This is an optimization exercise on Yosys and OpenROAD, whose aim is small area, not a production implementation. In this exercise RTL edits were held to simulation tests only and were not proved equivalent to the original. Power figures rest on the tool's default switching activity, not on a simulated workload.

==> flow/design.v <==
package rms_pkg;
    localparam int CNT_W  = 17;
    localparam int SUM_W  = 32;
    localparam int SQ_W   = 47;
endpackage
module running_mean_stddev #(
    parameter int MAX_COUNT   = 65536,
    parameter int FRAC_BITS   = 16
) (
    input  logic        aclk,
    input  logic        aresetn,
    input  logic        s_axis_tvalid,
    output logic        s_axis_tready,
    input  logic [15:0] s_axis_tdata,    
    input  logic        s_axis_tlast,
    output logic        m_axis_tvalid,
    input  logic        m_axis_tready,
    output logic [87:0] m_axis_tdata,    
    input  logic        psel,
    input  logic        penable,
    input  logic        pwrite,
    input  logic [1:0]  paddr,
    input  logic [31:0] pwdata,
    output logic [31:0] prdata,
    output logic        pready
);
    logic [16:0]        cnt;
    logic [31:0]        sum;
    logic [46:0]        sq;
    logic               ovf;
    logic               mode;
    logic               busy, valid;
    logic               accept, go, take;
    logic signed [15:0] xg;
    logic [2:0]         pc, pc_n;          
    logic [16:0]        cnt_n;
    logic [31:0]        sum_n;
    logic [46:0]        sq_n;
    logic               ovf_n;
    assign pready = 1'b1;
    assign prdata = {31'd0, mode};
    assign s_axis_tready = ~(s_axis_tlast & (busy | valid));
    assign accept = s_axis_tvalid & s_axis_tready;
    assign go     = accept & s_axis_tlast;
    assign take   = accept & ~cnt[16];
    assign xg     = take ? s_axis_tdata : 16'd0;
    rms_add #(.W(17)) u_cnt (.a(cnt), .b(17'd0), .ci(take), .s(cnt_n), .co());
    rms_adds #(.W(32), .L(18)) u_sum (.a(sum), .b({{16{xg[15]}}, xg}), .ci(1'b0), .s(sum_n), .co());
    rms_sqacc u_sqacc (
        .a(xg), .sq(sq), .pc(pc), .sq_n(sq_n), .pc_n(pc_n)
    );
    assign ovf_n  = ovf | (accept & cnt[16]);
    always_ff @(posedge aclk) begin
        if (!aresetn || go) begin
            cnt <= '0;
            sum <= '0;
            sq  <= '0;
            pc  <= '0;
            ovf <= 1'b0;
        end else begin
            cnt <= cnt_n;
            sum <= sum_n;
            sq  <= sq_n;
            pc  <= pc_n;
            ovf <= ovf_n;
        end
    end
    always_ff @(posedge aclk) begin
        if (!aresetn) mode <= 1'b0;
        else if (psel && penable && pwrite && paddr == 2'd0) mode <= pwdata[0];
    end
    logic [7:0]  t, t_n;
    logic [16:0] N;
    logic        OVF, NEG;
    logic [15:0] RM;         
    logic [31:0] MB;         
    logic [63:0] X;          
    logic [33:0] R;
    logic [33:0] DR;         
    logic        brw, seen, mreg;
    logic [2:0]  PC;
    logic        qc;
    rms_add #(.W(8)) u_t (.a(t), .b(8'd0), .ci(1'b1), .s(t_n), .co());
    logic ph0, pY, pQ, pM, pD, pDiv, pSq, sqB, fin, tlastdiv;
    assign ph0  = busy & (t[7:6] == 2'b00);
    assign pY   = ph0 & ~t[5];
    assign pD   = ph0 & t[5] & (t[4:0] >= 5'd15);
    assign pQ   = ph0 & ~pD;
    assign pM   = busy & (t[7:5] == 3'b010);
    assign pDiv = busy & (t[7:6] == 2'b01);
    assign pSq  = busy & (t[7:6] == 2'b10);
    assign sqB  = t[0];
    assign tlastdiv = (t[5:0] == 6'd63);
    assign fin  = busy & (t == 8'd191);
    logic [31:0] mp_in;
    logic        m_eff;
    logic [16:0] nm_in;
    assign mp_in = sum_n ^ {32{sum_n[31]}};
    assign m_eff = mode & (cnt != 17'd0);
    assign nm_in = m_eff ? (cnt[16] ? 17'h0FFFF : cnt) : cnt_n;
    logic [31:0] mp;
    logic        s_nx, seen_nx, m_nx;
    assign mp      = {RM, MB[31:16]};
    assign s_nx    = mp[t_n[4:0]] ^ NEG;
    assign seen_nx = seen | mreg;
    assign m_nx    = s_nx ^ (NEG & seen_nx);
    logic inj, qb;
    assign inj  = (t == 8'd11 && PC[0]) || (t == 8'd22 && PC[1]) || (t == 8'd32 && PC[2]);
    assign qb   = X[0] ^ inj ^ qc;
    logic        bm, cmp;
    logic [33:0] bb, sa, rn;
    logic        ca, ge;
    logic [31:0] ya;
    assign bm  = mreg & pY;
    assign bb  = ph0 ? {2'b00, (bm ? mp : 32'd0)} : ~DR;
    rms_adds #(.W(34), .L(19)) u_sa (.a(R), .b(bb), .ci(ph0 ? (bm & NEG) : 1'b1),
                                     .s(sa), .co(ca));
    assign ya  = sa[31:0];
    assign ge  = ca;
    assign cmp = ge && !(pSq && !sqB);
    assign rn  = cmp ? sa : R;
    logic [15:0] xa_a;
    logic        xa_m;
    logic [16:0] r2m, ab_a, ab_b, xa;
    logic        gem;
    assign xa_a = pQ ? X[62:47] : DR[32:17];
    assign xa_m = pQ ? qb : DR[0];
    assign r2m  = {RM, MB[31]};
    assign ab_a = ph0 ? {1'b0, xa_a} : r2m;
    assign ab_b = ph0 ? (xa_m ? N : 17'd0) : ~N;
    rms_add #(.W(17)) u_xa (.a(ab_a), .b(ab_b), .ci(~ph0), .s(xa), .co(gem));
    logic xbit, ybit, abit, brw_n;
    assign xbit  = pQ ? xa[0] : X[47];
    assign ybit  = ya[0];
    assign abit  = xbit ^ ybit ^ brw;
    assign brw_n = (~xbit & (ybit | brw)) | (ybit & brw);
    always_ff @(posedge aclk) begin
        if (!aresetn) begin
            busy  <= 1'b0;
            valid <= 1'b0;
        end else begin
            if (go) busy <= 1'b1;
            else if (fin) busy <= 1'b0;
            if (fin) valid <= 1'b1;
            else if (m_axis_tready) valid <= 1'b0;
        end
    end
    always_ff @(posedge aclk) begin
        if (go) t <= '0;
        else t <= t_n;
    end
    always_ff @(posedge aclk) begin
        if (go) begin
            N   <= cnt_n;
            OVF <= ovf_n;
            NEG <= sum_n[31];
            PC  <= pc_n;
        end
    end
    always_ff @(posedge aclk) begin
        if (go) begin
            RM <= mp_in[31:16];
            MB <= {mp_in[15:0], (sum_n[31] & ~cnt[16]) ? ~cnt[15:0] : 16'd0};
        end else if (pM) begin
            RM <= gem ? xa[15:0] : r2m[15:0];
            MB <= {MB[30:0], gem ^ NEG};
        end
    end
    always_ff @(posedge aclk) begin
        if (go) begin
            seen <= 1'b0;
            mreg <= sum_n[0];
            brw  <= 1'b0;
            qc   <= 1'b0;
        end else if (ph0) begin
            qc <= (X[0] & inj) | (qc & (X[0] ^ inj));
            if (pY) begin
                seen <= seen_nx;
                mreg <= m_nx;
            end
            brw <= brw_n;
        end
    end
    always_ff @(posedge aclk) begin
        if (go) X <= {17'd0, sq_n};
        else if (pQ) X <= {1'b0, xa[16:1], pY & abit, X[46:1]};
        else if (pD) X <= {X[0], X[63:48], pY & abit, X[46:1]};
        else X <= {X[62:15], ge, X[13:0], X[63]};
    end
    always_ff @(posedge aclk) begin
        if (go) R <= '0;
        else if (ph0) R <= {1'b0, abit & ~pY, sa[32:2], (t[5:0] == 6'd63) ? X[15] : sa[1]};
        else if (pDiv && tlastdiv) R <= '0;
        else R <= {rn[32:0], X[13]};
    end
    always_ff @(posedge aclk) begin
        if (go) DR <= {17'd0, nm_in};
        else if (pD) DR <= {1'b0, xa, DR[16:1]};
        else if (pDiv && tlastdiv) DR <= 34'd1;
        else if (pSq && sqB) DR[33:2] <= {DR[32:2], ge};
    end
    assign m_axis_tvalid = valid;
    assign m_axis_tdata  = {5'd0,
                            OVF ? 2'd2 : (N[16:1] == 16'd0 ? 2'd1 : 2'd0),
                            N, DR[33:2], MB};
endmodule
module rms_add #(
    parameter int W = 8
) (
    input  logic [W-1:0] a,
    input  logic [W-1:0] b,
    input  logic         ci,
    output logic [W-1:0] s,
    output logic         co
);
    logic [W:0] c;
    assign c[0] = ci;
    for (genvar i = 0; i < W; i++) begin : g_bit
        assign s[i]   = a[i] ^ b[i] ^ c[i];
        assign c[i+1] = (a[i] & b[i]) | (c[i] & (a[i] ^ b[i]));
    end
    assign co = c[W];
endmodule
module rms_adds #(
    parameter int W = 32,
    parameter int L = 16
) (
    input  logic [W-1:0] a,
    input  logic [W-1:0] b,
    input  logic         ci,
    output logic [W-1:0] s,
    output logic         co
);
    logic         c_lo, co0;
    logic [W-L-1:0] u0;
    rms_add #(.W(L)) u_lo (.a(a[L-1:0]), .b(b[L-1:0]), .ci(ci), .s(s[L-1:0]), .co(c_lo));
    rms_add #(.W(W-L)) u_hi (.a(a[W-1:L]), .b(b[W-1:L]), .ci(1'b0), .s(u0), .co(co0));
    assign s[W-1:L] = u0 + {{(W-L-1){1'b0}}, c_lo};
    assign co = co0 | (c_lo & (&u0));
endmodule
module rms_sqacc (
    input  logic [15:0]   a,
    input  logic [46:0]   sq,
    input  logic [2:0]    pc,
    output logic [46:0]   sq_n,
    output logic [2:0]    pc_n
);
    wire l1 = (a[0]);
    wire l2 = (a[1]);
    wire l3 = (a[2]);
    wire l4 = (a[3]);
    wire l5 = (a[4]);
    wire l6 = (a[5]);
    wire l7 = (a[6]);
    wire l8 = (a[7]);
    wire l9 = (a[8]);
    wire l10 = (a[9]);
    wire l11 = (a[10]);
    wire l12 = (a[11]);
    wire l13 = (a[12]);
    wire l14 = (a[13]);
    wire l15 = (a[14]);
    wire l16 = (a[15]);
    wire l17 = (a[0] & a[1]);
    wire l18 = (a[0] & a[2]);
    wire l19 = (a[0] & a[3]);
    wire l20 = (a[0] & a[4]);
    wire l21 = (a[0] & a[5]);
    wire l22 = (a[0] & a[6]);
    wire l23 = (a[0] & a[7]);
    wire l24 = (a[0] & a[8]);
    wire l25 = (a[0] & a[9]);
    wire l26 = (a[0] & a[10]);
    wire l27 = (a[0] & a[11]);
    wire l28 = (a[0] & a[12]);
    wire l29 = (a[0] & a[13]);
    wire l30 = (a[0] & a[14]);
    wire l31 = (a[1] & a[2]);
    wire l32 = (a[1] & a[3]);
    wire l33 = (a[1] & a[4]);
    wire l34 = (a[1] & a[5]);
    wire l35 = (a[1] & a[6]);
    wire l36 = (a[1] & a[7]);
    wire l37 = (a[1] & a[8]);
    wire l38 = (a[1] & a[9]);
    wire l39 = (a[1] & a[10]);
    wire l40 = (a[1] & a[11]);
    wire l41 = (a[1] & a[12]);
    wire l42 = (a[1] & a[13]);
    wire l43 = (a[1] & a[14]);
    wire l44 = (a[2] & a[3]);
    wire l45 = (a[2] & a[4]);
    wire l46 = (a[2] & a[5]);
    wire l47 = (a[2] & a[6]);
    wire l48 = (a[2] & a[7]);
    wire l49 = (a[2] & a[8]);
    wire l50 = (a[2] & a[9]);
    wire l51 = (a[2] & a[10]);
    wire l52 = (a[2] & a[11]);
    wire l53 = (a[2] & a[12]);
    wire l54 = (a[2] & a[13]);
    wire l55 = (a[2] & a[14]);
    wire l56 = (a[3] & a[4]);
    wire l57 = (a[3] & a[5]);
    wire l58 = (a[3] & a[6]);
    wire l59 = (a[3] & a[7]);
    wire l60 = (a[3] & a[8]);
    wire l61 = (a[3] & a[9]);
    wire l62 = (a[3] & a[10]);
    wire l63 = (a[3] & a[11]);
    wire l64 = (a[3] & a[12]);
    wire l65 = (a[3] & a[13]);
    wire l66 = (a[3] & a[14]);
    wire l67 = (a[4] & a[5]);
    wire l68 = (a[4] & a[6]);
    wire l69 = (a[4] & a[7]);
    wire l70 = (a[4] & a[8]);
    wire l71 = (a[4] & a[9]);
    wire l72 = (a[4] & a[10]);
    wire l73 = (a[4] & a[11]);
    wire l74 = (a[4] & a[12]);
    wire l75 = (a[4] & a[13]);
    wire l76 = (a[4] & a[14]);
    wire l77 = (a[5] & a[6]);
    wire l78 = (a[5] & a[7]);
    wire l79 = (a[5] & a[8]);
    wire l80 = (a[5] & a[9]);
    wire l81 = (a[5] & a[10]);
    wire l82 = (a[5] & a[11]);
    wire l83 = (a[5] & a[12]);
    wire l84 = (a[5] & a[13]);
    wire l85 = (a[5] & a[14]);
    wire l86 = (a[6] & a[7]);
    wire l87 = (a[6] & a[8]);
    wire l88 = (a[6] & a[9]);
    wire l89 = (a[6] & a[10]);
    wire l90 = (a[6] & a[11]);
    wire l91 = (a[6] & a[12]);
    wire l92 = (a[6] & a[13]);
    wire l93 = (a[6] & a[14]);
    wire l94 = (a[7] & a[8]);
    wire l95 = (a[7] & a[9]);
    wire l96 = (a[7] & a[10]);
    wire l97 = (a[7] & a[11]);
    wire l98 = (a[7] & a[12]);
    wire l99 = (a[7] & a[13]);
    wire l100 = (a[7] & a[14]);
    wire l101 = (a[8] & a[9]);
    wire l102 = (a[8] & a[10]);
    wire l103 = (a[8] & a[11]);
    wire l104 = (a[8] & a[12]);
    wire l105 = (a[8] & a[13]);
    wire l106 = (a[8] & a[14]);
    wire l107 = (a[9] & a[10]);
    wire l108 = (a[9] & a[11]);
    wire l109 = (a[9] & a[12]);
    wire l110 = (a[9] & a[13]);
    wire l111 = (a[9] & a[14]);
    wire l112 = (a[10] & a[11]);
    wire l113 = (a[10] & a[12]);
    wire l114 = (a[10] & a[13]);
    wire l115 = (a[10] & a[14]);
    wire l116 = (a[11] & a[12]);
    wire l117 = (a[11] & a[13]);
    wire l118 = (a[11] & a[14]);
    wire l119 = (a[12] & a[13]);
    wire l120 = (a[12] & a[14]);
    wire l121 = (a[13] & a[14]);
    wire l122 = (~(a[15] & a[0]));
    wire l123 = (~(a[15] & a[1]));
    wire l124 = (~(a[15] & a[2]));
    wire l125 = (~(a[15] & a[3]));
    wire l126 = (~(a[15] & a[4]));
    wire l127 = (~(a[15] & a[5]));
    wire l128 = (~(a[15] & a[6]));
    wire l129 = (~(a[15] & a[7]));
    wire l130 = (~(a[15] & a[8]));
    wire l131 = (~(a[15] & a[9]));
    wire l132 = (~(a[15] & a[10]));
    wire l133 = (~(a[15] & a[11]));
    wire l134 = (~(a[15] & a[12]));
    wire l135 = (~(a[15] & a[13]));
    wire l136 = (~(a[15] & a[14]));
    wire s137 = sq[16] ^ l9 ^ l43;
    wire c138 = (sq[16] & l9) | (l43 & (sq[16] ^ l9));
    wire s139 = sq[10] ^ l6;
    wire c140 = sq[10] & l6;
    wire s141 = sq[11] ^ l26;
    wire c142 = sq[11] & l26;
    wire s143 = sq[12] ^ l7 ^ l27;
    wire c144 = (sq[12] & l7) | (l27 & (sq[12] ^ l7));
    wire s145 = l39 ^ l50;
    wire c146 = l39 & l50;
    wire s147 = sq[13] ^ l28 ^ l40;
    wire c148 = (sq[13] & l28) | (l40 & (sq[13] ^ l28));
    wire s149 = l51 ^ l61;
    wire c150 = l51 & l61;
    wire s151 = sq[14] ^ l8 ^ l29;
    wire c152 = (sq[14] & l8) | (l29 & (sq[14] ^ l8));
    wire s153 = l41 ^ l52 ^ l62;
    wire c154 = (l41 & l52) | (l62 & (l41 ^ l52));
    wire s155 = l71 ^ l79;
    wire c156 = l71 & l79;
    wire s157 = sq[15] ^ l30 ^ l42;
    wire c158 = (sq[15] & l30) | (l42 & (sq[15] ^ l30));
    wire s159 = l53 ^ l63 ^ l72;
    wire c160 = (l53 & l63) | (l72 & (l53 ^ l63));
    wire s161 = l80 ^ l87;
    wire c162 = l80 & l87;
    wire s163 = s137 ^ l54 ^ l64;
    wire c164 = (s137 & l54) | (l64 & (s137 ^ l54));
    wire s165 = l73 ^ l81 ^ l88;
    wire c166 = (l73 & l81) | (l88 & (l73 ^ l81));
    wire s167 = l94 ^ l122 ^ 1'b1;
    wire c168 = (l94 & l122) | (1'b1 & (l94 ^ l122));
    wire s169 = sq[17] ^ l55 ^ l65;
    wire c170 = (sq[17] & l55) | (l65 & (sq[17] ^ l55));
    wire s171 = l74 ^ l82 ^ l89;
    wire c172 = (l74 & l82) | (l89 & (l74 ^ l82));
    wire s173 = l95 ^ l123 ^ c138;
    wire c174 = (l95 & l123) | (c138 & (l95 ^ l123));
    wire s175 = sq[18] ^ l10 ^ l66;
    wire c176 = (sq[18] & l10) | (l66 & (sq[18] ^ l10));
    wire s177 = l75 ^ l83 ^ l90;
    wire c178 = (l75 & l83) | (l90 & (l75 ^ l83));
    wire s179 = l96 ^ l101 ^ l124;
    wire c180 = (l96 & l101) | (l124 & (l96 ^ l101));
    wire s181 = sq[19] ^ l76 ^ l84;
    wire c182 = (sq[19] & l76) | (l84 & (sq[19] ^ l76));
    wire s183 = l91 ^ l97 ^ l102;
    wire c184 = (l91 & l97) | (l102 & (l91 ^ l97));
    wire s185 = sq[20] ^ l11 ^ l85;
    wire c186 = (sq[20] & l11) | (l85 & (sq[20] ^ l11));
    wire s187 = l92 ^ l98 ^ l103;
    wire c188 = (l92 & l98) | (l103 & (l92 ^ l98));
    wire s189 = sq[21] ^ l93 ^ l99;
    wire c190 = (sq[21] & l93) | (l99 & (sq[21] ^ l93));
    wire s191 = sq[22] ^ l12 ^ l100;
    wire c192 = (sq[22] & l12) | (l100 & (sq[22] ^ l12));
    wire s193 = sq[6] ^ l4;
    wire c194 = sq[6] & l4;
    wire s195 = sq[7] ^ l22;
    wire c196 = sq[7] & l22;
    wire s197 = sq[8] ^ l5 ^ l23;
    wire c198 = (sq[8] & l5) | (l23 & (sq[8] ^ l5));
    wire s199 = l35 ^ l46;
    wire c200 = l35 & l46;
    wire s201 = sq[9] ^ l24 ^ l36;
    wire c202 = (sq[9] & l24) | (l36 & (sq[9] ^ l24));
    wire s203 = l47 ^ l57;
    wire c204 = l47 & l57;
    wire s205 = s139 ^ l25 ^ l37;
    wire c206 = (s139 & l25) | (l37 & (s139 ^ l25));
    wire s207 = l48 ^ l58 ^ l67;
    wire c208 = (l48 & l58) | (l67 & (l48 ^ l58));
    wire s209 = s141 ^ l38 ^ l49;
    wire c210 = (s141 & l38) | (l49 & (s141 ^ l38));
    wire s211 = l59 ^ l68 ^ c140;
    wire c212 = (l59 & l68) | (c140 & (l59 ^ l68));
    wire s213 = s143 ^ s145 ^ l60;
    wire c214 = (s143 & s145) | (l60 & (s143 ^ s145));
    wire s215 = l69 ^ l77 ^ c142;
    wire c216 = (l69 & l77) | (c142 & (l69 ^ l77));
    wire s217 = s147 ^ s149 ^ l70;
    wire c218 = (s147 & s149) | (l70 & (s147 ^ s149));
    wire s219 = l78 ^ c144 ^ c146;
    wire c220 = (l78 & c144) | (c146 & (l78 ^ c144));
    wire s221 = s151 ^ s153 ^ s155;
    wire c222 = (s151 & s153) | (s155 & (s151 ^ s153));
    wire s223 = l86 ^ c148 ^ c150;
    wire c224 = (l86 & c148) | (c150 & (l86 ^ c148));
    wire s225 = s157 ^ s159 ^ s161;
    wire c226 = (s157 & s159) | (s161 & (s157 ^ s159));
    wire s227 = c152 ^ c154 ^ c156;
    wire c228 = (c152 & c154) | (c156 & (c152 ^ c154));
    wire s229 = s163 ^ s165 ^ s167;
    wire c230 = (s163 & s165) | (s167 & (s163 ^ s165));
    wire s231 = c158 ^ c160 ^ c162;
    wire c232 = (c158 & c160) | (c162 & (c158 ^ c160));
    wire s233 = s169 ^ s171 ^ s173;
    wire c234 = (s169 & s171) | (s173 & (s169 ^ s171));
    wire s235 = c164 ^ c166 ^ c168;
    wire c236 = (c164 & c166) | (c168 & (c164 ^ c166));
    wire s237 = s175 ^ s177 ^ s179;
    wire c238 = (s175 & s177) | (s179 & (s175 ^ s177));
    wire s239 = c170 ^ c172 ^ c174;
    wire c240 = (c170 & c172) | (c174 & (c170 ^ c172));
    wire s241 = s181 ^ s183 ^ l125;
    wire c242 = (s181 & s183) | (l125 & (s181 ^ s183));
    wire s243 = c176 ^ c178 ^ c180;
    wire c244 = (c176 & c178) | (c180 & (c176 ^ c178));
    wire s245 = s185 ^ s187 ^ l107;
    wire c246 = (s185 & s187) | (l107 & (s185 ^ s187));
    wire s247 = l126 ^ c182 ^ c184;
    wire c248 = (l126 & c182) | (c184 & (l126 ^ c182));
    wire s249 = s189 ^ l104 ^ l108;
    wire c250 = (s189 & l104) | (l108 & (s189 ^ l104));
    wire s251 = l127 ^ c186 ^ c188;
    wire c252 = (l127 & c186) | (c188 & (l127 ^ c186));
    wire s253 = s191 ^ l105 ^ l109;
    wire c254 = (s191 & l105) | (l109 & (s191 ^ l105));
    wire s255 = l112 ^ l128 ^ c190;
    wire c256 = (l112 & l128) | (c190 & (l112 ^ l128));
    wire s257 = sq[23] ^ l106 ^ l110;
    wire c258 = (sq[23] & l106) | (l110 & (sq[23] ^ l106));
    wire s259 = l113 ^ l129 ^ c192;
    wire c260 = (l113 & l129) | (c192 & (l113 ^ l129));
    wire s261 = sq[24] ^ l13 ^ l111;
    wire c262 = (sq[24] & l13) | (l111 & (sq[24] ^ l13));
    wire s263 = l114 ^ l116 ^ l130;
    wire c264 = (l114 & l116) | (l130 & (l114 ^ l116));
    wire s265 = sq[25] ^ l115 ^ l117;
    wire c266 = (sq[25] & l115) | (l117 & (sq[25] ^ l115));
    wire s267 = sq[26] ^ l14 ^ l118;
    wire c268 = (sq[26] & l14) | (l118 & (sq[26] ^ l14));
    wire s269 = sq[4] ^ l3;
    wire c270 = sq[4] & l3;
    wire s271 = sq[5] ^ l20;
    wire c272 = sq[5] & l20;
    wire s273 = s193 ^ l21 ^ l33;
    wire c274 = (s193 & l21) | (l33 & (s193 ^ l21));
    wire s275 = s195 ^ l34 ^ l45;
    wire c276 = (s195 & l34) | (l45 & (s195 ^ l34));
    wire s277 = s197 ^ s199 ^ l56;
    wire c278 = (s197 & s199) | (l56 & (s197 ^ s199));
    wire s279 = s201 ^ s203 ^ c198;
    wire c280 = (s201 & s203) | (c198 & (s201 ^ s203));
    wire s281 = s205 ^ s207 ^ c202;
    wire c282 = (s205 & s207) | (c202 & (s205 ^ s207));
    wire s283 = s209 ^ s211 ^ c206;
    wire c284 = (s209 & s211) | (c206 & (s209 ^ s211));
    wire s285 = s213 ^ s215 ^ c210;
    wire c286 = (s213 & s215) | (c210 & (s213 ^ s215));
    wire s287 = s217 ^ s219 ^ c214;
    wire c288 = (s217 & s219) | (c214 & (s217 ^ s219));
    wire s289 = s221 ^ s223 ^ c218;
    wire c290 = (s221 & s223) | (c218 & (s221 ^ s223));
    wire s291 = s225 ^ s227 ^ c222;
    wire c292 = (s225 & s227) | (c222 & (s225 ^ s227));
    wire s293 = s229 ^ s231 ^ c226;
    wire c294 = (s229 & s231) | (c226 & (s229 ^ s231));
    wire s295 = s233 ^ s235 ^ c230;
    wire c296 = (s233 & s235) | (c230 & (s233 ^ s235));
    wire s297 = s237 ^ s239 ^ c234;
    wire c298 = (s237 & s239) | (c234 & (s237 ^ s239));
    wire s299 = s241 ^ s243 ^ c238;
    wire c300 = (s241 & s243) | (c238 & (s241 ^ s243));
    wire s301 = s245 ^ s247 ^ c242;
    wire c302 = (s245 & s247) | (c242 & (s245 ^ s247));
    wire s303 = s249 ^ s251 ^ c246;
    wire c304 = (s249 & s251) | (c246 & (s249 ^ s251));
    wire s305 = s253 ^ s255 ^ c250;
    wire c306 = (s253 & s255) | (c250 & (s253 ^ s255));
    wire s307 = s257 ^ s259 ^ c254;
    wire c308 = (s257 & s259) | (c254 & (s257 ^ s259));
    wire s309 = s261 ^ s263 ^ c258;
    wire c310 = (s261 & s263) | (c258 & (s261 ^ s263));
    wire s311 = s265 ^ l131 ^ c262;
    wire c312 = (s265 & l131) | (c262 & (s265 ^ l131));
    wire s313 = s267 ^ l119 ^ l132;
    wire c314 = (s267 & l119) | (l132 & (s267 ^ l119));
    wire s315 = sq[27] ^ l120 ^ l133;
    wire c316 = (sq[27] & l120) | (l133 & (sq[27] ^ l120));
    wire s317 = sq[28] ^ l15 ^ l121;
    wire c318 = (sq[28] & l15) | (l121 & (sq[28] ^ l15));
    wire s319 = sq[2] ^ l2;
    wire c320 = sq[2] & l2;
    wire s321 = sq[3] ^ l18;
    wire c322 = sq[3] & l18;
    wire s323 = s269 ^ l19 ^ l31;
    wire c324 = (s269 & l19) | (l31 & (s269 ^ l19));
    wire s325 = s271 ^ l32 ^ c270;
    wire c326 = (s271 & l32) | (c270 & (s271 ^ l32));
    wire s327 = s273 ^ l44 ^ c272;
    wire c328 = (s273 & l44) | (c272 & (s273 ^ l44));
    wire s329 = s275 ^ c194 ^ c274;
    wire c330 = (s275 & c194) | (c274 & (s275 ^ c194));
    wire s331 = s277 ^ c196 ^ c276;
    wire c332 = (s277 & c196) | (c276 & (s277 ^ c196));
    wire s333 = s279 ^ c200 ^ c278;
    wire c334 = (s279 & c200) | (c278 & (s279 ^ c200));
    wire s335 = s281 ^ c204 ^ c280;
    wire c336 = (s281 & c204) | (c280 & (s281 ^ c204));
    wire s337 = s283 ^ c208 ^ c282;
    wire c338 = (s283 & c208) | (c282 & (s283 ^ c208));
    wire s339 = s285 ^ c212 ^ c284;
    wire c340 = (s285 & c212) | (c284 & (s285 ^ c212));
    wire s341 = s287 ^ c216 ^ c286;
    wire c342 = (s287 & c216) | (c286 & (s287 ^ c216));
    wire s343 = s289 ^ c220 ^ c288;
    wire c344 = (s289 & c220) | (c288 & (s289 ^ c220));
    wire s345 = s291 ^ c224 ^ c290;
    wire c346 = (s291 & c224) | (c290 & (s291 ^ c224));
    wire s347 = s293 ^ c228 ^ c292;
    wire c348 = (s293 & c228) | (c292 & (s293 ^ c228));
    wire s349 = s295 ^ c232 ^ c294;
    wire c350 = (s295 & c232) | (c294 & (s295 ^ c232));
    wire s351 = s297 ^ c236 ^ c296;
    wire c352 = (s297 & c236) | (c296 & (s297 ^ c236));
    wire s353 = s299 ^ c240 ^ c298;
    wire c354 = (s299 & c240) | (c298 & (s299 ^ c240));
    wire s355 = s301 ^ c244 ^ c300;
    wire c356 = (s301 & c244) | (c300 & (s301 ^ c244));
    wire s357 = s303 ^ c248 ^ c302;
    wire c358 = (s303 & c248) | (c302 & (s303 ^ c248));
    wire s359 = s305 ^ c252 ^ c304;
    wire c360 = (s305 & c252) | (c304 & (s305 ^ c252));
    wire s361 = s307 ^ c256 ^ c306;
    wire c362 = (s307 & c256) | (c306 & (s307 ^ c256));
    wire s363 = s309 ^ c260 ^ c308;
    wire c364 = (s309 & c260) | (c308 & (s309 ^ c260));
    wire s365 = s311 ^ c264 ^ c310;
    wire c366 = (s311 & c264) | (c310 & (s311 ^ c264));
    wire s367 = s313 ^ c266 ^ c312;
    wire c368 = (s313 & c266) | (c312 & (s313 ^ c266));
    wire s369 = s315 ^ c268 ^ c314;
    wire c370 = (s315 & c268) | (c314 & (s315 ^ c268));
    wire s371 = s317 ^ l134 ^ c316;
    wire c372 = (s317 & l134) | (c316 & (s317 ^ l134));
    wire s373 = sq[29] ^ l135 ^ c318;
    wire c374 = (sq[29] & l135) | (c318 & (sq[29] ^ l135));
    wire s375 = sq[30] ^ l16 ^ l136;
    wire c376 = (sq[30] & l16) | (l136 & (sq[30] ^ l16));
    wire s377 = sq[31] ^ 1'b1;
    wire c378 = sq[31] & 1'b1;
    wire s379 = sq[32] ^ 1'b1;
    wire c380 = sq[32] & 1'b1;
    wire s381 = sq[33] ^ 1'b1;
    wire c382 = sq[33] & 1'b1;
    wire s383 = sq[34] ^ 1'b1;
    wire c384 = sq[34] & 1'b1;
    wire s385 = sq[35] ^ 1'b1;
    wire c386 = sq[35] & 1'b1;
    wire s387 = sq[36] ^ 1'b1;
    wire c388 = sq[36] & 1'b1;
    wire s389 = sq[37] ^ 1'b1;
    wire c390 = sq[37] & 1'b1;
    wire s391 = sq[38] ^ 1'b1;
    wire c392 = sq[38] & 1'b1;
    wire s393 = sq[39] ^ 1'b1;
    wire c394 = sq[39] & 1'b1;
    wire s395 = sq[40] ^ 1'b1;
    wire c396 = sq[40] & 1'b1;
    wire s397 = sq[41] ^ 1'b1;
    wire c398 = sq[41] & 1'b1;
    wire s399 = sq[42] ^ 1'b1;
    wire c400 = sq[42] & 1'b1;
    wire s401 = sq[43] ^ 1'b1;
    wire c402 = sq[43] & 1'b1;
    wire s403 = sq[44] ^ 1'b1;
    wire c404 = sq[44] & 1'b1;
    wire s405 = sq[45] ^ 1'b1;
    wire c406 = sq[45] & 1'b1;
    wire s407 = sq[46] ^ 1'b1;
    wire c408 = sq[46] & 1'b1;
    wire s409 = sq[0] ^ l1;
    wire c410 = sq[0] & l1;
    wire s411 = sq[1] ^ c410;
    wire c412 = sq[1] & c410;
    wire s413 = s319 ^ l17 ^ c412;
    wire c414 = (s319 & l17) | (c412 & (s319 ^ l17));
    wire s415 = s321 ^ c320 ^ c414;
    wire c416 = (s321 & c320) | (c414 & (s321 ^ c320));
    wire s417 = s323 ^ c322 ^ c416;
    wire c418 = (s323 & c322) | (c416 & (s323 ^ c322));
    wire s419 = s325 ^ c324 ^ c418;
    wire c420 = (s325 & c324) | (c418 & (s325 ^ c324));
    wire s421 = s327 ^ c326 ^ c420;
    wire c422 = (s327 & c326) | (c420 & (s327 ^ c326));
    wire s423 = s329 ^ c328 ^ c422;
    wire c424 = (s329 & c328) | (c422 & (s329 ^ c328));
    wire s425 = s331 ^ c330 ^ c424;
    wire c426 = (s331 & c330) | (c424 & (s331 ^ c330));
    wire s427 = s333 ^ c332 ^ c426;
    wire c428 = (s333 & c332) | (c426 & (s333 ^ c332));
    wire s429 = s335 ^ c334 ^ c428;
    wire c430 = (s335 & c334) | (c428 & (s335 ^ c334));
    wire s431 = s337 ^ c336 ^ pc[0];
    wire c432 = (s337 & c336) | (pc[0] & (s337 ^ c336));
    wire s433 = s339 ^ c338 ^ c432;
    wire c434 = (s339 & c338) | (c432 & (s339 ^ c338));
    wire s435 = s341 ^ c340 ^ c434;
    wire c436 = (s341 & c340) | (c434 & (s341 ^ c340));
    wire s437 = s343 ^ c342 ^ c436;
    wire c438 = (s343 & c342) | (c436 & (s343 ^ c342));
    wire s439 = s345 ^ c344 ^ c438;
    wire c440 = (s345 & c344) | (c438 & (s345 ^ c344));
    wire s441 = s347 ^ c346 ^ c440;
    wire c442 = (s347 & c346) | (c440 & (s347 ^ c346));
    wire s443 = s349 ^ c348 ^ c442;
    wire c444 = (s349 & c348) | (c442 & (s349 ^ c348));
    wire s445 = s351 ^ c350 ^ c444;
    wire c446 = (s351 & c350) | (c444 & (s351 ^ c350));
    wire s447 = s353 ^ c352 ^ c446;
    wire c448 = (s353 & c352) | (c446 & (s353 ^ c352));
    wire s449 = s355 ^ c354 ^ c448;
    wire c450 = (s355 & c354) | (c448 & (s355 ^ c354));
    wire s451 = s357 ^ c356 ^ c450;
    wire c452 = (s357 & c356) | (c450 & (s357 ^ c356));
    wire s453 = s359 ^ c358 ^ pc[1];
    wire c454 = (s359 & c358) | (pc[1] & (s359 ^ c358));
    wire s455 = s361 ^ c360 ^ c454;
    wire c456 = (s361 & c360) | (c454 & (s361 ^ c360));
    wire s457 = s363 ^ c362 ^ c456;
    wire c458 = (s363 & c362) | (c456 & (s363 ^ c362));
    wire s459 = s365 ^ c364 ^ c458;
    wire c460 = (s365 & c364) | (c458 & (s365 ^ c364));
    wire s461 = s367 ^ c366 ^ c460;
    wire c462 = (s367 & c366) | (c460 & (s367 ^ c366));
    wire s463 = s369 ^ c368 ^ c462;
    wire c464 = (s369 & c368) | (c462 & (s369 ^ c368));
    wire s465 = s371 ^ c370 ^ c464;
    wire c466 = (s371 & c370) | (c464 & (s371 ^ c370));
    wire s467 = s373 ^ c372 ^ c466;
    wire c468 = (s373 & c372) | (c466 & (s373 ^ c372));
    wire s469 = s375 ^ c374 ^ c468;
    wire c470 = (s375 & c374) | (c468 & (s375 ^ c374));
    wire s471 = s377 ^ c376 ^ c470;
    wire c472 = (s377 & c376) | (c470 & (s377 ^ c376));
    wire s473 = s379 ^ c378 ^ pc[2];
    wire c474 = (s379 & c378) | (pc[2] & (s379 ^ c378));
    wire s475 = s381 ^ c380 ^ c474;
    wire c476 = (s381 & c380) | (c474 & (s381 ^ c380));
    wire s477 = s383 ^ c382 ^ c476;
    wire c478 = (s383 & c382) | (c476 & (s383 ^ c382));
    wire s479 = s385 ^ c384 ^ c478;
    wire c480 = (s385 & c384) | (c478 & (s385 ^ c384));
    wire s481 = s387 ^ c386 ^ c480;
    wire c482 = (s387 & c386) | (c480 & (s387 ^ c386));
    wire s483 = s389 ^ c388 ^ c482;
    wire c484 = (s389 & c388) | (c482 & (s389 ^ c388));
    wire s485 = s391 ^ c390 ^ c484;
    wire c486 = (s391 & c390) | (c484 & (s391 ^ c390));
    wire s487 = s393 ^ c392 ^ c486;
    wire c488 = (s393 & c392) | (c486 & (s393 ^ c392));
    wire s489 = s395 ^ c394 ^ c488;
    wire c490 = (s395 & c394) | (c488 & (s395 ^ c394));
    wire s491 = s397 ^ c396 ^ c490;
    wire c492 = (s397 & c396) | (c490 & (s397 ^ c396));
    wire s493 = s399 ^ c398 ^ c492;
    wire c494 = (s399 & c398) | (c492 & (s399 ^ c398));
    wire s495 = s401 ^ c400 ^ c494;
    wire c496 = (s401 & c400) | (c494 & (s401 ^ c400));
    wire s497 = s403 ^ c402 ^ c496;
    wire c498 = (s403 & c402) | (c496 & (s403 ^ c402));
    wire s499 = s405 ^ c404 ^ c498;
    wire c500 = (s405 & c404) | (c498 & (s405 ^ c404));
    wire s501 = s407 ^ c406 ^ c500;
    wire c502 = (s407 & c406) | (c500 & (s407 ^ c406));
    assign sq_n[0] = s409;
    assign sq_n[1] = s411;
    assign sq_n[2] = s413;
    assign sq_n[3] = s415;
    assign sq_n[4] = s417;
    assign sq_n[5] = s419;
    assign sq_n[6] = s421;
    assign sq_n[7] = s423;
    assign sq_n[8] = s425;
    assign sq_n[9] = s427;
    assign sq_n[10] = s429;
    assign sq_n[11] = s431;
    assign sq_n[12] = s433;
    assign sq_n[13] = s435;
    assign sq_n[14] = s437;
    assign sq_n[15] = s439;
    assign sq_n[16] = s441;
    assign sq_n[17] = s443;
    assign sq_n[18] = s445;
    assign sq_n[19] = s447;
    assign sq_n[20] = s449;
    assign sq_n[21] = s451;
    assign sq_n[22] = s453;
    assign sq_n[23] = s455;
    assign sq_n[24] = s457;
    assign sq_n[25] = s459;
    assign sq_n[26] = s461;
    assign sq_n[27] = s463;
    assign sq_n[28] = s465;
    assign sq_n[29] = s467;
    assign sq_n[30] = s469;
    assign sq_n[31] = s471;
    assign sq_n[32] = s473;
    assign sq_n[33] = s475;
    assign sq_n[34] = s477;
    assign sq_n[35] = s479;
    assign sq_n[36] = s481;
    assign sq_n[37] = s483;
    assign sq_n[38] = s485;
    assign sq_n[39] = s487;
    assign sq_n[40] = s489;
    assign sq_n[41] = s491;
    assign sq_n[42] = s493;
    assign sq_n[43] = s495;
    assign sq_n[44] = s497;
    assign sq_n[45] = s499;
    assign sq_n[46] = s501;
    assign pc_n[0] = c430;
    assign pc_n[1] = c452;
    assign pc_n[2] = c472;
endmodule
==> flow/flow/run.sh <==
#!/bin/bash
# The standard layout (standard.sh) with three changes:
#  - after the standard synthesis, flow/invopt.py removes inverters around the
#    full adders (a full adder is self-dual; registers and other cells stay);
#  - each port's buffer is the smallest buffer cell (every port still gets its
#    own buffer);
#  - clock tree synthesis inserts no dummy loads.
# Logs here: synth_make.log, invopt.log, flow_make.log; each tool's full log
# is under orfs/logs/.
set -euo pipefail
RES="$PWD/orfs/results/$FLOW_PLATFORM/running_mean_stddev/base"
bash standard.sh "$RES/1_2_yosys.v" > synth_make.log 2>&1
cp "$RES/1_2_yosys.v" "$RES/1_2_yosys.std.v"
python3 flow/invopt.py "$RES/1_2_yosys.std.v" "$RES/1_2_yosys.opt.v" > invopt.log 2>&1
cp "$RES/1_2_yosys.opt.v" "$RES/1_2_yosys.v"
export BUFFER_PORTS_ARGS="-buffer_cell sky130_fd_sc_hd__buf_1"
export CTS_ARGS="-sink_clustering_enable -repair_clock_nets -dont_use_dummy_load -buf_list sky130_fd_sc_hd__clkbuf_8 -sink_clustering_size 18 -sink_clustering_max_diameter 60"
bash standard.sh finish > flow_make.log 2>&1
==> flow/flow/invopt.py <==
#!/usr/bin/env python3
"""Remove inverters around full adders in a Yosys-written gate netlist.

A full adder is self-dual: FA(~a, ~b, ~c) = (~sum, ~cout). The script strips
every inverter, chooses for each full adder whether it runs on true or on
complemented values so that as few nets as possible need a complement, then
puts back one inverter per net whose complement some pin needs. Registers and
every other cell stay as they are, so the netlist does the same as before.

usage: invopt.py IN.v OUT.v
"""
import random
import re
import sys
from collections import defaultdict

INV_RE = re.compile(r"sky130_fd_sc_hd__(inv|clkinv)_\d+$")
FA_RE = re.compile(r"sky130_fd_sc_hd__fa_\d+$")
OUT_PINS = {"X", "Y", "Q", "Q_N", "SUM", "COUT", "HI", "LO"}
FA_IN = ("A", "B", "CIN")
FA_OUT = ("SUM", "COUT")

src = open(sys.argv[1]).read()
m = re.search(r"\bmodule\s+(\S+)\s*\((.*?)\);", src, re.S)
body_start = m.end()
body_end = src.rindex("endmodule")
header = src[:body_start]
body = src[body_start:body_end]

cell_re = re.compile(r"^(\s*)(sky130_fd_sc_hd__\w+)\s+(\S+)\s*\((.*?)\);[ \t]*$", re.S | re.M)
pin_re = re.compile(r"\.(\w+)\(\s*(.*?)\s*\)\s*(?:,|$)", re.S)


def norm(n):
    return n.replace(" ", "")


cells = {}
order = []
other = []
pos = 0
for cm in cell_re.finditer(body):
    other.append(body[pos:cm.start()])
    pos = cm.end()
    typ, name, pins = cm.group(2), cm.group(3), cm.group(4)
    cells[name] = [typ, {p: norm(n) for p, n in pin_re.findall(pins)}]
    order.append(name)
    other.append(None)
other.append(body[pos:])

# nets read by assign statements or that are ports: keep their values exactly
fixed = set()
for piece in other:
    if piece is None:
        continue
    for am in re.finditer(r"assign\s+(.*?)\s*=\s*(.*?);", piece, re.S):
        for side in am.groups():
            for tok in re.findall(r"(\\\S+|[A-Za-z_][\w$]*(?:\s*\[\d+(?::\d+)?\])?)", side):
                fixed.add(norm(tok))
for p in re.findall(r"\b(?:input|output|inout)\b[^;]*?(\\\S+|\w+)\s*;", body):
    fixed.add(p)


def is_fixed(n):
    return n in fixed or re.sub(r"\[\d+\]$", "", n) in fixed


drv = {}
for name, (typ, pm) in cells.items():
    for p, n in pm.items():
        if p in OUT_PINS:
            drv[n] = (name, p)


def root(n):
    """(root net, parity) through any chain of inverters."""
    par = 0
    seen = set()
    while True:
        d = drv.get(n)
        if d is None or not INV_RE.match(cells[d[0]][0]) or d[0] in seen:
            return n, par
        seen.add(d[0])
        n = cells[d[0]][1]["A"]
        par ^= 1


inv_cells = [c for c, (t, _) in cells.items() if INV_RE.match(t)]
# every load pin of a non-inverter cell, and every fixed net, as (root, parity)
pins = []          # (cell or None, pin, root, parity)
for name, (typ, pm) in cells.items():
    if INV_RE.match(typ):
        continue
    for p, n in pm.items():
        if p in OUT_PINS or n.startswith("1'"):
            continue
        r, par = root(n)
        pins.append((name, p, r, par))
fixed_drv = []     # fixed nets driven by inverters: keep a driver for them
for c in inv_cells:
    y = cells[c][1]["Y"]
    if is_fixed(y):
        r, par = root(y)
        pins.append((None, y, r, par))

fas = [c for c, (t, _) in cells.items() if FA_RE.match(t)]
fa_idx = {c: i for i, c in enumerate(fas)}
src_fa = {}        # root net -> fa index driving it
for c in fas:
    for p in FA_OUT:
        src_fa[cells[c][1][p]] = fa_idx[c]

pol = [0] * len(fas)
need = defaultdict(int)      # root -> number of pins that need its complement
by_fa = defaultdict(list)    # fa index -> pin indices it affects


def req(i):
    c, p, r, par = pins[i]
    v = par
    if c is not None and c in fa_idx and p in FA_IN:
        v ^= pol[fa_idx[c]]
    if r in src_fa:
        v ^= pol[src_fa[r]]
    return v


for i, (c, p, r, par) in enumerate(pins):
    if c is not None and c in fa_idx and p in FA_IN:
        by_fa[fa_idx[c]].append(i)
    if r in src_fa:
        by_fa[src_fa[r]].append(i)
    need[r] += req(i)


def cost():
    return sum(1 for r, k in need.items() if k > 0)


def delta(f):
    """Change in cost if full adder f flips."""
    d = defaultdict(int)
    for i in by_fa[f]:
        c, p, r, par = pins[i]
        # a pin touched twice (FA output feeding the same FA) flips twice
        d[r] += 1 - 2 * req(i)
    dc = 0
    for r, k in d.items():
        # pins counted twice in by_fa contribute twice, which nets out below
        old = need[r]
        new = old + k
        dc += (new > 0) - (old > 0)
    return dc, d


def apply(f, d):
    for i in by_fa[f]:
        pass
    for r, k in d.items():
        need[r] += k
    pol[f] ^= 1


# pins that appear twice in by_fa[f] (an FA output looping into the same FA)
# would be counted twice by delta; those do not occur in adder trees, but guard
for f, lst in by_fa.items():
    if len(lst) != len(set(lst)):
        by_fa[f] = list(dict.fromkeys(lst))
        for i in set(lst):
            c, p, r, par = pins[i]
            if (c is not None and c in fa_idx and fa_idx[c] == f and p in FA_IN
                    and r in src_fa and src_fa[r] == f):
                by_fa[f].remove(i)     # its requirement does not change

start = cost()
best = start
best_pol = list(pol)
import math
rng = random.Random(1)
cur = start
T0, T1, SW = 2.0, 0.05, 400
for sweep in range(SW):
    temp = T0 * (T1 / T0) ** (sweep / (SW - 1))
    idx = list(range(len(fas)))
    rng.shuffle(idx)
    for f in idx:
        dc, d = delta(f)
        if dc <= 0 or rng.random() < math.exp(-dc / temp):
            apply(f, d)
            cur += dc
            if cur < best:
                best = cur
                best_pol = list(pol)
pol[:] = best_pol
need.clear()
for i in range(len(pins)):
    need[pins[i][2]] += req(i)
sys.stderr.write(f"invopt: {len(inv_cells)} inverters before, {cost()} after, {sum(pol)} of {len(fas)} adders flipped\n")

# ---- rebuild --------------------------------------------------------------------
for c in inv_cells:
    del cells[c]
uid = [0]


def fresh(tag):
    uid[0] += 1
    return f"_invopt_{tag}{uid[0]}_"


# flipped adders drive new nets carrying the complement of the old root nets
flipped_out = {}   # root -> new net driven by a flipped adder (carries ~root)
for f, c in enumerate(fas):
    if pol[f]:
        for p in FA_OUT:
            r = cells[c][1][p]
            nn = fresh("n")
            cells[c][1][p] = nn
            flipped_out[r] = nn
new_cells = []
t_made = set()
c_made = {}


def add_cell(typ, a, y):
    name = fresh("i")
    cells[name] = [typ, {"A": a, "X" if "buf" in typ else "Y": y}]
    new_cells.append(name)


def T(r):
    """A net carrying the root's own value."""
    if r in flipped_out and r not in t_made:
        add_cell("sky130_fd_sc_hd__inv_1", flipped_out[r], r)
        t_made.add(r)
    return r


def C(r):
    """A net carrying the root's complement."""
    if r in flipped_out:
        return flipped_out[r]
    if r not in c_made:
        nn = fresh("n")
        add_cell("sky130_fd_sc_hd__inv_1", r, nn)
        c_made[r] = nn
    return c_made[r]


for i, (c, p, r, par) in enumerate(pins):
    if c is None:
        # fixed net p must carry root ^ par
        if r in flipped_out:
            add_cell("sky130_fd_sc_hd__buf_1" if par else "sky130_fd_sc_hd__inv_1", flipped_out[r], p)
        else:
            add_cell("sky130_fd_sc_hd__inv_1" if par else "sky130_fd_sc_hd__buf_1", r, p)
        continue
    want = par
    if c in fa_idx and p in FA_IN:
        want ^= pol[fa_idx[c]]
    cells[c][1][p] = C(r) if want else T(r)
order.extend(new_cells)

new_wires = sorted({n for _, pm in cells.values() for n in pm.values() if n.startswith("_invopt")})
res = [header, "\n"] + [f"  wire {w};\n" for w in new_wires]
oi = 0
emitted = set()


def emit(name):
    typ, pm = cells[name]
    pstr = ",\n".join(f"    .{p}({n}{' ' if n.startswith(chr(92)) else ''})" for p, n in pm.items())
    return f"  {typ} {name} (\n{pstr}\n  );"


for piece in other:
    if piece is not None:
        res.append(piece)
    else:
        name = order[oi]
        oi += 1
        if name in cells:
            res.append(emit(name))
            emitted.add(name)
for name in order:
    if name in cells and name not in emitted:
        res.append(emit(name) + "\n")
res.append(src[body_end:])
open(sys.argv[2], "w").write("".join(res))
==> flow/standard.sh <==
#!/bin/bash
# synth_recipe.tcl (not shown) runs the flow's synth.tcl, then flattens the netlist and writes it again
# the make line also repeats each setting of config.mk as NAME=value (left out here)
make -C /OpenROAD-flow-scripts/flow DESIGN_CONFIG=/design/flow/config.mk WORK_HOME=/design/flow/orfs CLKGATE_MAP_FILE= SYNTH_SCRIPT=/design/flow/synth_recipe.tcl "${@:-finish}"
==> flow/config.mk <==
export PLATFORM = sky130hd
export DESIGN_NAME = running_mean_stddev
export DESIGN_NICKNAME = running_mean_stddev
export VERILOG_FILES = /design/flow/design.v
export SDC_FILE = /design/flow/constraint.sdc
export NUM_CORES = 4
export LEC_CHECK = 0
export CAP_MARGIN = 20
export CORE_MARGIN = 2
export CORE_UTILIZATION = 40
export SLEW_MARGIN = 20
==> flow/constraint.sdc <==
create_clock -name core_clock -period 11.0 [get_ports {aclk}]
set_input_delay 2.2000 -clock core_clock [delete_from_list [all_inputs] [get_ports {aclk}]]
set_output_delay 2.2000 -clock core_clock [all_outputs]
set_load 0.01 [all_outputs]
==> flow_summary.yaml, run 1 <==
status:
  status: "complete, no violations"
setup_path:
  reg2reg_depth: 31
  cp-start-kind: "primary input"
  r2r_slack_ps: 540
  end_kind: "register"
  worstSetupPathType: "in -> reg"
  cpPeakStageDelay_ps: 410
  arrival_ps: 11070
  slowest_stage: "fa_1"
  cpMostUsedCell: "fa_1"
  critPathMaxFanout: 19
  cp.required_ps: 11320
yosys:
  syn_inst: 2095
  avgSynthCellArea_sq_um: 9.90
  synth_area_sq_mm: 0.0207
  yosysWarnings: 1
clocking:
  postCtsSetupBuffers: 0
  cts.clk_slew.worst_paths_ps: 100
  cts_tree: "done"
  root_buffer: "clkbuf_8"
  cts.path.max_buffers: 3
  htreeDepth: 2
  cts_buffers: 34
  clkLatencyLatePin_ps: 620
  cts_num_sinks: 317
finish:
  drive_gt1_share_pct: 7.47
  final_nets: 2467
  utilization_pct: 43.1
  syn2layout_area_growth_pct: 6.73
sta:
  rsz0062_at_grt: "no"
  finalSetupViolCount: 0
  max_freq_mhz: 93.0
  tightest_slew_ps: 1010
  fin_skew_ps: 86.6
  slew_headroom_pct: 32.5
  hold_viol_final: 0
  fin_crit_ps: 10750
  final-max-slew-violation-count: 0
  timing.final.crit_share_pct: 97.8
floorplan:
  die_h_microns: 232
  rows: 83
  die_w_microns: 232
  dieArea_sq_mm: 0.0537
  io_pins: 181
  initial_core_util_pct: 40.4
  fp.coreArea_sq_mm: 0.0513
power:
  ir_drop_mv: 0.106
  leakagePower_nw: 9.89
  power.density_mw_per_mm2: 221
  p_total_mw: 4.88
drt:
  ant_nets: 0
  first_pass_iters: 7
  wl_per_cell_microns: 20.7
  vias_per_cell: 5.42
  route.detailed.drc: 0
  vias: 15200
  wirelength_mm: 58.1
  initialDrtViolationCount: 1254
placement:
  hpwlAfterDp_mm: 42.1
  place.gp.congestion: 0.859
  io_buffers: 112
grt:
  grt_pass1_vias: 15500
  antenna_found_initial: 2
  grt_pass1_wl_mm: 90.9
  grt_overflow: 0
  grt_start_max_net_pins: 84
  grtUsageTotal_pct: 22.0
worst_hold_path:
  hold_class: "reg -> reg"
  worst_hold_path.num_cells: 2
flow_run:
  maxCapViolCount: 0
[metal layers]
layer / up-vias / global-route usage, % / wire length, microns
met3: 78 / 4.66 / 4400
met1: 7722 / 31.1 / 26000
met5: - / 0 / 0
met2: 495 / 33.7 / 26200
li1: 6945 / - / -
met4: 0 / 6.85 / 1520
[through the flow]
| stage | TNS (ps) | instance area [sq um] | cells | hold slack, ps | setup slack, ps |
|---|---|---|---|---|---|
| final | 0 | 22100 | 2810 | 416 | 247 |
| after floorplan | 0 | 20900 | 2130 | 425 | 13.2 |
| after global routing | 0 | 22100 | 2810 | 431 | 32.3 |
| after detailed placement | -15830 | 21600 | 2774 | 459 | -389 |
| after global placement | -11480 | 21600 | 2774 | 449 | -299 |
| after CTS | 0 | 22100 | 2808 | 424 | 136 |
[layout make-up]
type                    count  area [sq um]
diodes                      1          2.50
flip-flops and latches    317          7230
repair buffers            176           940
fillers                  5031         29200
multi-input cells        1467         12100
inverters                 135           512
clock buffers              34           468
well taps                 680           851
[layout by cell type (no fill, tap or decap), types with 54 or more instances in the layout]
cell type  instances
edfxtp_1          88
a21oi_1           94
nor2_1           168
dfxtp_1          229
nand2_1          294
buf_4             61
and3_1           134
inv_1            133
o21ai_0           92
buf_1            111
fa_1             226
mux2i_1           54
[worst paths after layout]
| kind | start | endpoint |
|---|---|---|
| max reg2reg | t[7]$_SDFF_PP0_ | DR[2]$_DFFE_PP_ |
| max | s_axis_tlast | MB[19]$_DFFE_PP_ |
| min | X[14]$_DFF_P_ | X[13]$_DFF_P_ |
| min reg2reg | X[14]$_DFF_P_ | X[13]$_DFF_P_ |
[critical path, delay by kind of cell]
kind	cells	cell delay (ps)
compound gates	1	70
xor+xnor	2	350
fa+ha+maj	19	7020
mux	1	260
simple gates	6	770
buf+inv	2	350
[repair_timing]
item,CTS,global route
hold buffers,0,0
endpoints found under the hold margin,0,0
endpoints found under the setup margin,0,41
gates resized for setup,0,6
[power by group]
group          internal, mW  total (mW)  leakage (nW)  switching (mW)
clock network         0.277       0.699         0.244           0.423
registers              1.51        1.73          2.71           0.215
logic                  1.13        2.46          6.94            1.33
[flip-flops by register name (all words and copies together) (netlist names)]
signal	count
X	64
sq	47
DR	34
R	34
MB	32
sum	32
N	17
cnt	17
RM	16
t	8
PC	3
pc	3
NEG	1
OVF	1
brw	1
busy	1
mode	1
mreg	1
ovf	1
qc	1
seen	1
valid	1
==> run 2: changes to the inputs <==
--- a/flow/flow/run.sh
+++ b/flow/flow/run.sh
@@ -15,4 +15,4 @@
 cp "$RES/1_2_yosys.opt.v" "$RES/1_2_yosys.v"
 export BUFFER_PORTS_ARGS="-buffer_cell sky130_fd_sc_hd__buf_1"
-export CTS_ARGS="-sink_clustering_enable -repair_clock_nets -dont_use_dummy_load -buf_list sky130_fd_sc_hd__clkbuf_8 -sink_clustering_size 18 -sink_clustering_max_diameter 60"
+export CTS_ARGS="-sink_clustering_enable -repair_clock_nets -dont_use_dummy_load -buf_list sky130_fd_sc_hd__clkbuf_8 -sink_clustering_size 20 -sink_clustering_max_diameter 60"
 bash standard.sh finish > flow_make.log 2>&1
--- a/flow/config.mk
+++ b/flow/config.mk
@@ -8,4 +8,4 @@
 export CAP_MARGIN = 20
 export CORE_MARGIN = 2
-export CORE_UTILIZATION = 40
+export CORE_UTILIZATION = 60
 export SLEW_MARGIN = 20
==> run 2 against run 1 <==
  * Routed wire length fell by 6.1%
  * Setup slack better by 110 ps
  * Clock power fell by 2%
  * Critical path depth rose by 1
  * Critical path type unchanged
  * Critical endpoint is now RM[3]$_DFFE_PP_
  * Largest power group unchanged
==> flow_summary.yaml, run 2 <==
status:
  status: "complete, no violations"
drt:
  initialDrtViolationCount: 1310
  wl_per_cell_microns: 21.1
  wl_met3_mm: 4.73
  vias_per_cell: 5.88
  ant_nets: 0
  met1_length_mm: 24.0
  first_pass_iters: 5
  wl_met2_mm: 24.4
  highest_layer: "met4"
  vias: 15200
  wirelength_mm: 54.6
  route.detailed.drc: 0
clocking:
  cts.clk_slew.worst_paths_ps: 100
  cts_num_sinks: 317
  cts_buffers: 34
  ctsHoldBuffers: 0
  htreeDepth: 2
  cts.path.max_buffers: 3
  cts_tree: "done"
  root_buffer: "clkbuf_8"
  clkLatencyLatePin_ps: 580
grt:
  grtUsageTotal_pct: 31.4
  grt_start_max_net_pins: 94
  antenna_found_initial: 0
  grt_overflow: 0
  grt_pass1_vias: 15400
  grt_pass1_wl_mm: 87.2
sta:
  fin_skew_ps: 56.8
  slew_headroom_pct: 34.4
  worst_slack_ps: 358
  finalSetupViolCount: 0
  tightest_slew_ps: 984
  rsz0062_at_grt: "no"
  hold_viol_final: 0
  max_freq_mhz: 94.0
  fin_crit_ps: 10640
  timing.final.crit_share_pct: 96.7
  final-max-slew-violation-count: 0
power:
  leakagePower_nw: 9.92
  comb_power_share_pct: 50.7
  p_seq_share_pct: 35.2
  clkPwrFrac_pct: 14.1
  p_int_mw: 2.92
  power.density_mw_per_mm2: 223
  power.switching_mw: 1.95
  ir_drop_mv: 0.165
  p_sw_share_pct: 40.0
floorplan:
  io_pins: 181
  initial_core_util_pct: 60.5
  fp.coreArea_sq_mm: 0.0343
  die_h_microns: 190
  dieArea_sq_mm: 0.0361
  rows: 68
  die_w_microns: 190
setup_path:
  r2r_start: "t[7]$_SDFF_PP0_"
  r2r_slack_ps: 430
  startpoint: "s_axis_tlast"
  worstSetupPathType: "in -> reg"
  cp.required_ps: 11320
  arrival_ps: 10960
  end_kind: "register"
  cpPeakStageDelay_ps: 400
  critPathMaxFanout: 13
  cpMostUsedCell: "fa_1"
  cp-start-kind: "primary input"
  slowest_stage: "fa_1"
finish:
  stdcell_count: 2589
  syn2layout_area_growth_pct: 5.64
  final_common_cell: "nand2_1"
  largest_reg_flops: 64
  fillers: 2917
  antenna_cells: 0
  utilization_pct: 63.9
  ff_latch_area_sq_mm: 0.00723
  final_nets: 2472
  drive_gt1_share_pct: 7.78
  layout_common_cells: "293 x nand2_1, 229 x dfxtp_1, 225 x fa_1"
  top_regs: "X: 64 flops, sq: 47 flops"
  largest_register: "X"
  multiInputGateArea_sq_mm: 0.0121
placement:
  dp_cells: 2552
  io_buffers: 112
  hpwlAfterDp_mm: 39.1
  place.gp.congestion: 0.892
  pre_cts_slack_ps: -436
yosys:
  syn_inst: 2095
  avgSynthCellArea_sq_um: 9.90
  synth_area_sq_mm: 0.0207
  yosysWarnings: 1
worst_hold_path:
  hold_class: "reg -> reg"
  min_from: "X[20]$_DFF_P_"
flow_run:
  maxCapViolCount: 0
-- run 2: final timing paths --
kind	to	cells after the start
max	RM[3]$_DFFE_PP_	32
min	X[19]$_DFF_P_	2
max reg2reg	R[6]$_SDFF_PP0_	32
min reg2reg	X[19]$_DFF_P_	2
-- run 2: final cells by class --
cell class                 instances  share of cell area (%)
multi-input combinational       1466                    55.3
sequential                       317                    33.0
timing repair buffer             182                    4.64
tap                              455                    2.60
inverter                         135                    2.34
clock buffer                      34                    2.14
-- run 2: power groups by stage --
| stage | clock network, mW | logic, mW | registers (mW) |
|---|---|---|---|
| final | 0.686 | 2.47 | 1.72 |
| after global routing | 0.741 | 2.83 | 1.75 |
| after CTS | 0.700 | 2.48 | 1.72 |
| after detailed placement | 0 | 2.45 | 1.74 |
| after global placement | 0 | 2.40 | 1.74 |
| after floorplan | 0 | 1.88 | 1.68 |
-- run 2: through the flow --
stage          cell area (sq um)  hold WS (ps)  power, mW  TNS (ps)
2_1_floorplan              20900           425       3.55         0
3_3_place_gp               21400           446       4.14     -9130
3_5_place_dp               21400           447       4.19    -13680
4_1_cts                    21800           457       4.89         0
5_1_grt                    21900           484       5.32         0
6_report                   21900           450       4.87         0
-- run 2: repair_timing --
item | CTS | global route
buffers inserted | 0 | 2
setup endpoints to repair | 0 | 37
gates resized for setup | 0 | 4
-- run 2: per-layer routing --
layer / vias up / track usage [%]
met3: 93 / 7.43
li1: 6949 / -
met4: 0 / 8.44
met1: 7587 / 45.6
met2: 599 / 47.4
met5: - / 0
-- run 2: worst max-delay path, delay by kind of cell --
| family | cells | cell delay, ps |
|---|---|---|
| buffers and inverters | 3 | 420 |
| adder cells (fa/ha/maj) | 19 | 6960 |
| multiplexers | 1 | 250 |
| AO/OA/AOI/OAI | 1 | 60 |
| AND/OR/NAND/NOR | 6 | 790 |
| XOR/XNOR | 2 | 280 |
==> run 3: changes to the inputs <==
--- a/flow/flow/run.sh
+++ b/flow/flow/run.sh
@@ -15,4 +15,4 @@
 cp "$RES/1_2_yosys.opt.v" "$RES/1_2_yosys.v"
 export BUFFER_PORTS_ARGS="-buffer_cell sky130_fd_sc_hd__buf_1"
-export CTS_ARGS="-sink_clustering_enable -repair_clock_nets -dont_use_dummy_load -buf_list sky130_fd_sc_hd__clkbuf_8 -sink_clustering_size 20 -sink_clustering_max_diameter 60"
+export CTS_ARGS="-sink_clustering_enable -repair_clock_nets -dont_use_dummy_load -buf_list sky130_fd_sc_hd__clkbuf_8 -sink_clustering_size 16 -sink_clustering_max_diameter 50"
 bash standard.sh finish > flow_make.log 2>&1
--- a/flow/config.mk
+++ b/flow/config.mk
@@ -8,4 +8,4 @@
 export CAP_MARGIN = 20
 export CORE_MARGIN = 2
-export CORE_UTILIZATION = 60
+export CORE_UTILIZATION = 40
 export SLEW_MARGIN = 20
==> run 3 against run 2 <==
  * Routed wire length rose by 6.1%
  * Clock skew rose by 2.9 ps
  * Die area rose by 49%
  * Critical path type unchanged
  * Global-route usage fell by 9.5 points
  * Still clean on timing, DRC and antenna
  * Clock-buffer cell count rose by 5
  * Sequential share of layout area fell by 0.45 points
  * Final cell count rose by 8.8%
  * Critical endpoint is now MB[5]$_DFFE_PP_
  * Non-clock buffer count fell by 6
  * Flip-flop and latch count did not move
  * Fmax fell by 0.86%
  * Largest power group unchanged
==> flow_summary.yaml, run 3 <==
sta:
  finalSetupViolCount: 0
  timing.final.crit_share_pct: 97.6
  slew_headroom_pct: 32.2
  final-max-slew-violation-count: 0
  rsz0062_at_grt: "no"
  tightest_slew_ps: 1020
  hold_viol_final: 0
  fin_skew_ps: 59.7
  max_freq_mhz: 93.2
  fin_crit_ps: 10730
placement:
  hpwlAfterDp_mm: 42.1
  io_buffers: 112
  place.gp.congestion: 0.859
floorplan:
  die_w_microns: 232
  die_h_microns: 232
  io_pins: 181
  rows: 83
  initial_core_util_pct: 40.4
  dieArea_sq_mm: 0.0537
  fp.coreArea_sq_mm: 0.0513
clocking:
  clkLatencyLatePin_ps: 610
  cts.path.max_buffers: 3
  cts_num_sinks: 317
  cts_buffers: 39
  root_buffer: "clkbuf_8"
  htreeDepth: 2
  ctsHoldBuffers: 0
  cts.clk_slew.worst_paths_ps: 100
  cts_tree: "done"
  postCtsSetupBuffers: 0
setup_path:
  cpMostUsedCell: "fa_1"
  slowest_stage: "fa_1"
  cp-start-kind: "primary input"
  cpPeakStageDelay_ps: 410
  arrival_ps: 11110
  worstSetupPathType: "in -> reg"
  cp.required_ps: 11370
  end_kind: "register"
  critPathMaxFanout: 15
flow_run:
  maxCapViolCount: 0
grt:
  grtUsageTotal_pct: 21.9
  grt_pass1_vias: 15600
  grt_pass1_wl_mm: 90.6
  busiest_layer: "met2"
  use_met3_pct: 5.41
  grt_overflow: 0
  antenna_found_initial: 1
  grt_start_max_net_pins: 84
  use_met1_pct: 30.7
  grt_use_met2_pct: 33.7
drt:
  vias_per_cell: 5.43
  ant_nets: 0
  route.detailed.drc: 0
  wl_per_cell_microns: 20.6
  vias: 15300
  initialDrtViolationCount: 1196
  wirelength_mm: 57.9
  first_pass_iters: 8
finish:
  top_regs: "X: 64 flops, sq: 47 flops"
  utilization_pct: 43.3
  drive_gt1_share_pct: 7.69
  largest_reg_flops: 64
  layout_common_cells: "294 x nand2_1, 229 x dfxtp_1, 226 x fa_1"
  final_common_cell: "nand2_1"
  largest_register: "X"
  syn2layout_area_growth_pct: 7.08
  final_nets: 2472
yosys:
  yosysWarnings: 1
  avgSynthCellArea_sq_um: 9.90
  synth_area_sq_mm: 0.0207
  syn_inst: 2095
power:
  power.density_mw_per_mm2: 222
  ir_drop_mv: 0.111
  leakagePower_nw: 9.92
  p_total_mw: 4.92
status:
  status: "complete, no violations"
worst_hold_path:
  hold_class: "reg -> reg"
run 3: path summary, 6_finish.rpt:
path              startpoint         endpoint  slack, ps  depth (start not counted)
min            X[14]$_DFF_P_    X[13]$_DFF_P_        430                          2
max             s_axis_tlast  MB[5]$_DFFE_PP_        270                         32
max reg2reg  t[7]$_SDFF_PP0_  DR[2]$_DFFE_PP_        600                         31
min reg2reg    X[14]$_DFF_P_    X[13]$_DFF_P_        430                          2
run 3: per-stage QoR:
step | setup TNS [ps] | hold WS (ps) | setup slack, ps | cell area, sq um | cells
after CTS | 0 | 426 | 191 | 22200 | 2813
after global placement | -11480 | 449 | -299 | 21600 | 2774
after floorplan | 0 | 425 | 13.2 | 20900 | 2130
after detailed placement | -15830 | 459 | -389 | 21600 | 2774
final | 0 | 425 | 265 | 22200 | 2817
after global routing | 0 | 453 | 44.8 | 22200 | 2815
run 3: critical path: cells and delay by family:
kind,cells,cell delay [ps]
simple gates,7,840
fa+ha+maj,19,7020
xor+xnor,1,260
compound gates,2,280
buf+inv,3,470
run 3: repair_timing:
action | in CTS | in global routing
setup endpoints to repair | 0 | 37
gates resized for setup | 0 | 6
endpoints found under the hold margin | 0 | 0
run 3: where the power goes:
group	total [mW]	internal (mW)	switching (mW)
registers	1.73	1.51	0.215
clock network	0.739	0.315	0.424
logic	2.46	1.13	1.33
run 3: per-layer routing:
metal / up-vias / part of all wire, %
met1: 7723 / 45
met5: - / 0
met4: 0 / 2.4
li1: 6971 / -
met3: 86 / 8.2
met2: 519 / 45
run 3: cell type report:
| type | count | area, sq um |
|---|---|---|
| multi-input cells | 1467 | 12100 |
| well taps | 680 | 851 |
| diodes | 3 | 7.51 |
| clock buffers | 39 | 537 |
| repair buffers | 176 | 940 |
| fillers | 5031 | 29100 |
| inverters | 135 | 512 |
| flip-flops and latches | 317 | 7230 |

## re-timing with driven ports
The flow's constraints put no driver on any port. The routed layouts listed below were extracted and timed again, unchanged, in two steps. Step 1 sets driving cells, clkbuf_16 on the clock port and buf_2 on the other inputs (assumed; they add their load-dependent delay and slew). Step 2 adds t to the input delays and takes it off the output delays; t is the mean of the earliest and latest rising clock arrival at the registers after step 1. Input paths then give back, and output paths get back, about the clock's delay inside the block. Slacks: no drivers / after step 1 / after step 2; pairs: no drivers / after step 1.
| run | t (ns) | setup WS [ns] | clock arrival spread, ns |
|---|---|---|---|
| run 1 | 0.629 | 0.247 / 0.275 / -0.353 | 0.090 / 0.089 |
| run 2 | 0.601 | 0.358 / 0.383 / -0.218 | 0.058 / 0.058 |
| run 3 | 0.637 | 0.265 / 0.294 / -0.343 | 0.062 / 0.062 |
With both steps, setup timing fails in every run listed, where it was met with ideal ports. The setup slack of run 3, which loses most, moves by +0.029 ns with the drivers and by -0.608 ns with both steps.
